This design comes from an exercise in tuning for small area, a short achievable clock period and few clock cycles per item on the open sky130 flow, not from production work. No run shown here included a check of the RTL's function; only the layout flow was run.

==> flow/design.v (outline; a module is shown in full before it is edited, if it fits) <==
// module dense_layer: 2887 lines
// module dl_fa: 10 lines
// module dl_ha: 9 lines
module dense_layer #(
    parameter int NUM_INPUTS    = 4,
    parameter int NUM_OUTPUTS   = 4,
    parameter int FP_TOTAL_BITS = 16,
    parameter int FP_FRAC_BITS  = 8
) (
    input  logic                                                      clk,
    input  logic                                                      reset,
    input  logic                                                      start,
    input  logic [NUM_INPUTS-1:0][FP_TOTAL_BITS-1:0]                  input_vector,
    input  logic [NUM_OUTPUTS-1:0][NUM_INPUTS-1:0][FP_TOTAL_BITS-1:0] weight_matrix,
    input  logic [NUM_OUTPUTS-1:0][FP_TOTAL_BITS-1:0]                 bias_vector,
    output logic [NUM_OUTPUTS-1:0][FP_TOTAL_BITS-1:0]                 layer_out,
    output logic                                                      busy,
    output logic                                                      done
);
  // ...
==> flow/flow/run.sh <==
#!/bin/bash
# Own flow: the standard layout (standard.sh, unchanged synthesis), with
#  - port buffers of the smallest buffer cell instead of the default delay cell,
#  - a larger setup repair margin, so timing repair works towards a shorter period.
# Every tool writes its full output under orfs/logs/; make's own output goes to flow.log here.
set -uo pipefail
MARGIN=$(cat flow/margin.txt 2>/dev/null || echo 5)
bash standard.sh finish \
  "BUFFER_PORTS_ARGS=-buffer_cell sky130_fd_sc_hd__buf_1" \
  "SETUP_SLACK_MARGIN=$MARGIN" > flow.log 2>&1
rc=$?
cp -r orfs/logs flow_logs 2>/dev/null || true
exit $rc
==> flow/flow/margin.txt <==
6.3
==> flow/standard.sh <==
#!/bin/bash
# synth_recipe.tcl (not shown) runs the flow's synth.tcl, then flattens the netlist and writes it again
# the make line also repeats each setting of config.mk as NAME=value (left out here)
make -C /OpenROAD-flow-scripts/flow DESIGN_CONFIG=/design/flow/config.mk WORK_HOME=/design/flow/orfs CLKGATE_MAP_FILE= SYNTH_SCRIPT=/design/flow/synth_recipe.tcl "${@:-finish}"
==> flow/config.mk <==
export PLATFORM = sky130hd
export DESIGN_NAME = dense_layer
export DESIGN_NICKNAME = dense_layer
export VERILOG_FILES = /design/flow/design.v
export SDC_FILE = /design/flow/constraint.sdc
export NUM_CORES = 4
export LEC_CHECK = 0
export ABC_AREA = 1
export CAP_MARGIN = 20
export CORE_MARGIN = 2
export CORE_UTILIZATION = 40
export SETUP_SLACK_MARGIN = 5
export SLEW_MARGIN = 20
export SYNTH_HIERARCHICAL = 1
export SYNTH_MINIMUM_KEEP_SIZE = 0
==> flow/constraint.sdc <==
create_clock -name core_clock -period 10.0 [get_ports {clk}]
set_input_delay 2.0000 -clock core_clock [delete_from_list [all_inputs] [get_ports {clk}]]
set_output_delay 2.0000 -clock core_clock [all_outputs]
set_load 0.01 [all_outputs]
==> flow_metrics.env, run 1 <==
export IMPL_status="timing/DRC/antenna clean"
export IMPL_drtAntennaViolNets=0
export IMPL_place_gp_congestion=1.055
export IMPL_top_layer="met5"
export IMPL_seq_area_frac=0.3098
export IMPL_start_util=0.4033
export IMPL_wl_per_cell_um=23.96
export IMPL_hold_viol_final=0
export IMPL_critPathKind="reg2out"
export IMPL_die_w_um=327.0
export IMPL_clk_share=0.05640
export IMPL_clkbuf_count=113
export IMPL_crit_fanout=8
export IMPL_yosysWarnings=7
export IMPL_cts_clk_slew_worst_paths_ns=0.06
export IMPL_grt_pass1_vias=31737
export IMPL_diodes=3
export IMPL_yosysMostFrequentCell="nand2_1"
export IMPL_synth_edff_count=170
export IMPL_rr_endpoint="pipe1[118]"
export IMPL_dp_slack_ns=5.780
export IMPL_avgSynthCellArea_um2=10.30
export IMPL_wl_met3_um=15490
export IMPL_multi_input_area_share=0.4999
export IMPL_grt_ovfl_total=0
export IMPL_timing_fmax_ghz=0.2432
export IMPL_ctsResizeCount=66
export IMPL_antenna_found_initial=7
export IMPL_critPathMaxStageDelay_ns=0.40
export IMPL_fin_area_um2=49500
==> run 2, diff against run 1 <==
--- a/flow/config.mk
+++ b/flow/config.mk
@@ -9,6 +9,8 @@
 export CAP_MARGIN = 20
 export CORE_MARGIN = 2
 export CORE_UTILIZATION = 40
+export CTS_BUF_LIST = sky130_fd_sc_hd__clkbuf_8
+export CTS_CLUSTER_SIZE = 24
 export SETUP_SLACK_MARGIN = 5
 export SLEW_MARGIN = 20
 export SYNTH_HIERARCHICAL = 1
==> flow_metrics.env, run 2 <==
export IMPL_rsz0062_at_grt="yes"
export IMPL_synthArstFlopShare=0
export IMPL_drt_initial_drc_count=3142
export IMPL_setup_viol=0
export IMPL_cts_tree="done"
export IMPL_numCtsBuffers=116
export IMPL_dpl_cell_area_um2=44300
export IMPL_synth_area_leaders="fa_1 (26%), dfxtp_1 (24%), edfxtp_1 (12%), xor2_1 (11%), nand2_1 (8.8%)"
export IMPL_synthXorXnorAreaFrac=0.1169
export IMPL_synth_main_ff_cell="dfxtp_1"
export IMPL_clock_skew_ns=0.1146
export IMPL_cp_end_kind="output pin"
export IMPL_grt_ovfl_total=0
export IMPL_synth_adder_area_share=0.2745
export IMPL_dp_hpwl_um=108700
export IMPL_io_pins=453
export IMPL_critPathArrivalTime_ns=2.27
export IMPL_synth_compound_area_frac=0.08565
export IMPL_yosys_area_top_type="fa_1"
export IMPL_yosys_area_top_type_share=0.2557
export IMPL_cp_num_buf_inv=2
export IMPL_place_gp_congestion=1.055
export IMPL_ys_types=32
export IMPL_ctsLongestPathBuffers=3
export IMPL_finalCriticalPeriod_ns=4.268
export IMPL_top_register="pipe1"
export IMPL_period_share=0.4268
export IMPL_die_w_um=327.0
export IMPL_synth_top_family_by_area="adder cells"
export IMPL_yosysMostFrequentCell="nand2_1"
export IMPL_vias=32217
export IMPL_critPathMaxStageDelay_ns=0.40
export IMPL_yosysSeqAreaShare=0.3669
export IMPL_hold_viol_final=0
export IMPL_drc=0
export IMPL_slew_viol_final=0
export IMPL_rows=118
export IMPL_grt_pass1_vias=31986
export IMPL_cp_required_ns=8.00
export IMPL_tns_ns=0
export IMPL_port_buffers=452
export IMPL_die_h_um=327.0
export IMPL_coreArea_um2=103500
export IMPL_cp_cell_sequence="nor4_1 > nand3_1 > o31ai_4 > buf_6 > or2_4 > nand2_1 > clkbuf_2"
export IMPL_drtAntennaViolNets=0
export IMPL_crit_fanout=7
export IMPL_fin_area_um2=49310
export IMPL_cts_clk_slew_worst_paths_ns=0.06
export IMPL_netlist_top_cells_count="nand2_1 (973), fa_1 (533), xor2_1 (525)"
export IMPL_cap_violations=0
export IMPL_synthesis_instances=4053
export IMPL_synthMuxAreaShare=0.007555
export IMPL_wl_per_cell_um=23.73
export IMPL_layout_common_cells="nand2_1 (963), xor2_1 (523), fa_1 (509)"
export IMPL_syn_area_um2=41740
export IMPL_maxSlewHeadroom=0.2338
export IMPL_drive_gt1_frac=0.1295
export IMPL_slowest_stage="edfxtp_1"
export IMPL_insertion_delay_ns=0.87
export IMPL_start_util=0.4033
export IMPL_path_delay_family="simple AND/OR/NAND/NOR gates"
export IMPL_start_kind="register"
export IMPL_grt_first_pass_wirelength_um=208100
export IMPL_hp_class="reg2reg"
export IMPL_area_growth_pct=18.14
export IMPL_antenna_found_initial=10
export IMPL_ys_ff_latch=680
export IMPL_die_area_um2=106900
export IMPL_status="timing/DRC/antenna clean"
export IMPL_worstMarginPinSlew_ns=1.149
export IMPL_cts_root_buffer="clkbuf_8"
export IMPL_yosysWarnings=7
export IMPL_cts_sinks=680
export IMPL_yosys_area_share_simple=0.1025
export IMPL_grt_start_max_net_pins=155
export IMPL_avgSynthCellArea_um2=10.30
export IMPL_critPathKind="reg2out"
export IMPL_timing_fmax_ghz=0.2343
export IMPL_largest_register_ffs=185
export IMPL_gr_usage_all_layers=0.2655
export IMPL_avgViaCountPerCell=5.256
export IMPL_layout_nets=5630
export IMPL_wl_um=145400
export IMPL_final_common_cell="nand2_1"
export IMPL_synth_edff_count=170
export IMPL_htreeDepth=3
export IMPL_drt_pass1_iter_count=9
==> run 2: cell types whose count changed in the layout (fill, tap and decap cells not counted), sizes merged <==
| cell | before | now |
|---|---|---|
| inv | 176 | 219 |
| clkbuf | 122 | 146 |
| buf | 692 | 707 |
| bufinv | 8 | 2 |
| clkinvlp | 68 | 72 |
| diode | 3 | 6 |
| clkinv | 18 | 16 |
==> run 2: final cells by class <==
| cell class | instances | area [µm²] |
|---|---|---|
| antenna | 6 | 15.01 |
| clock buffer | 141 | 1941 |
| clock inverter | 73 | 456.7 |
| fill | 9651 | 54190 |
| inverter | 234 | 1137 |
| multi-input combinational | 2901 | 24790 |
| sequential | 680 | 15330 |
| tap | 1380 | 1727 |
| timing repair buffer | 712 | 3892 |
| timing repair inverter | 2 | 15.01 |
==> run 2: what timing repair did <==
item                                   CTS  global route
endpoints found under the hold margin    0             0
pin swaps                                4            50
setup endpoints to repair               54            62
setup buffers                          148            91
hold buffers                             0             0
gates resized for setup                 67           116
gates cloned                             3             1
==> run 2: kinds of logic after synthesis <==
family                   Yosys count
buffers and inverters            479
flip-flops                       680
multiplexers                      28
XOR/XNOR                         557
adder cells (fa/ha/maj)          596
AND/OR/NAND/NOR                 1122
AO/OA/AOI/OAI                    590
other                              1
==> run 2: final timing paths <==
kind                                start             to  slack, ns  depth (start not counted)
worst max-delay path            r_sum[16]  layer_out[56]       5.73                          7
worst min-delay path              wr2[20]        wr1[20]       0.38                          2
worst max register to register   e_one[5]     pipe1[118]       6.26                          9
worst min register to register    wr2[20]        wr1[20]       0.38                          2
==> run 2: metrics by stage <==
step           utilization  hold WS (ns)  setup slack (ns)  std cells
2_1_floorplan            -        0.3427             6.386       4059
3_3_place_gp        0.4281        0.4062             5.936       5665
3_5_place_dp        0.4281        0.4089             5.780       5665
4_1_cts             0.4654        0.4085             5.697       6030
5_1_grt             0.4764        0.4357             5.621       6128
6_report            0.4764        0.3781             5.732       6129
==> run 2: routing by layer <==
metal  GRT usage  part of all wire
met5           0           0.00025
met4      0.1567             0.071
met3     0.08223              0.11
met2      0.4133              0.44
met1      0.3249              0.38
==> run 2: modules after synthesis, one instance, submodules excluded <==
module       copies in the design  area (µm²)
dense_layer                     1       30700
dl_ha                          29       12.51
dl_fa                         533       20.02
==> run 2: tightest hold or removal path, cell delays in order, from the launching register on <==
cell and delay [ns]:
dfxtp_1 0.30, nand2_1 0.04, nand2_1 0.05

-- port drivers added, routing unchanged --
The results above use ideal ports. As a check the final layouts listed here were re-extracted and re-timed, cells and wires unchanged. Step 1 (the two cells are an assumption about what drives the block):
set clk [get_ports {clk}]
set_driving_cell -lib_cell sky130_fd_sc_hd__clkbuf_16 $clk
set_driving_cell -lib_cell sky130_fd_sc_hd__buf_2 [delete_from_list [all_inputs] $clk]
Step 2 adds t to the input delays and takes it off the output delays; t is the mean of the earliest and latest rising clock arrival at the registers after step 1. Input paths then give back, and output paths get back, about the clock's delay inside the block. Three values: no drivers, after step 1, after step 2; two values: the first two.
run | shift t [ns] | slack for setup (ns) | worst data-port slew with drivers (ns)
run 1 | 0.744 | 5.888 / 5.810 / 6.210 | 0.09
run 2 | 0.879 | 5.732 / 5.661 / 6.255 | 0.09
After both steps setup and hold are still met in every run listed.
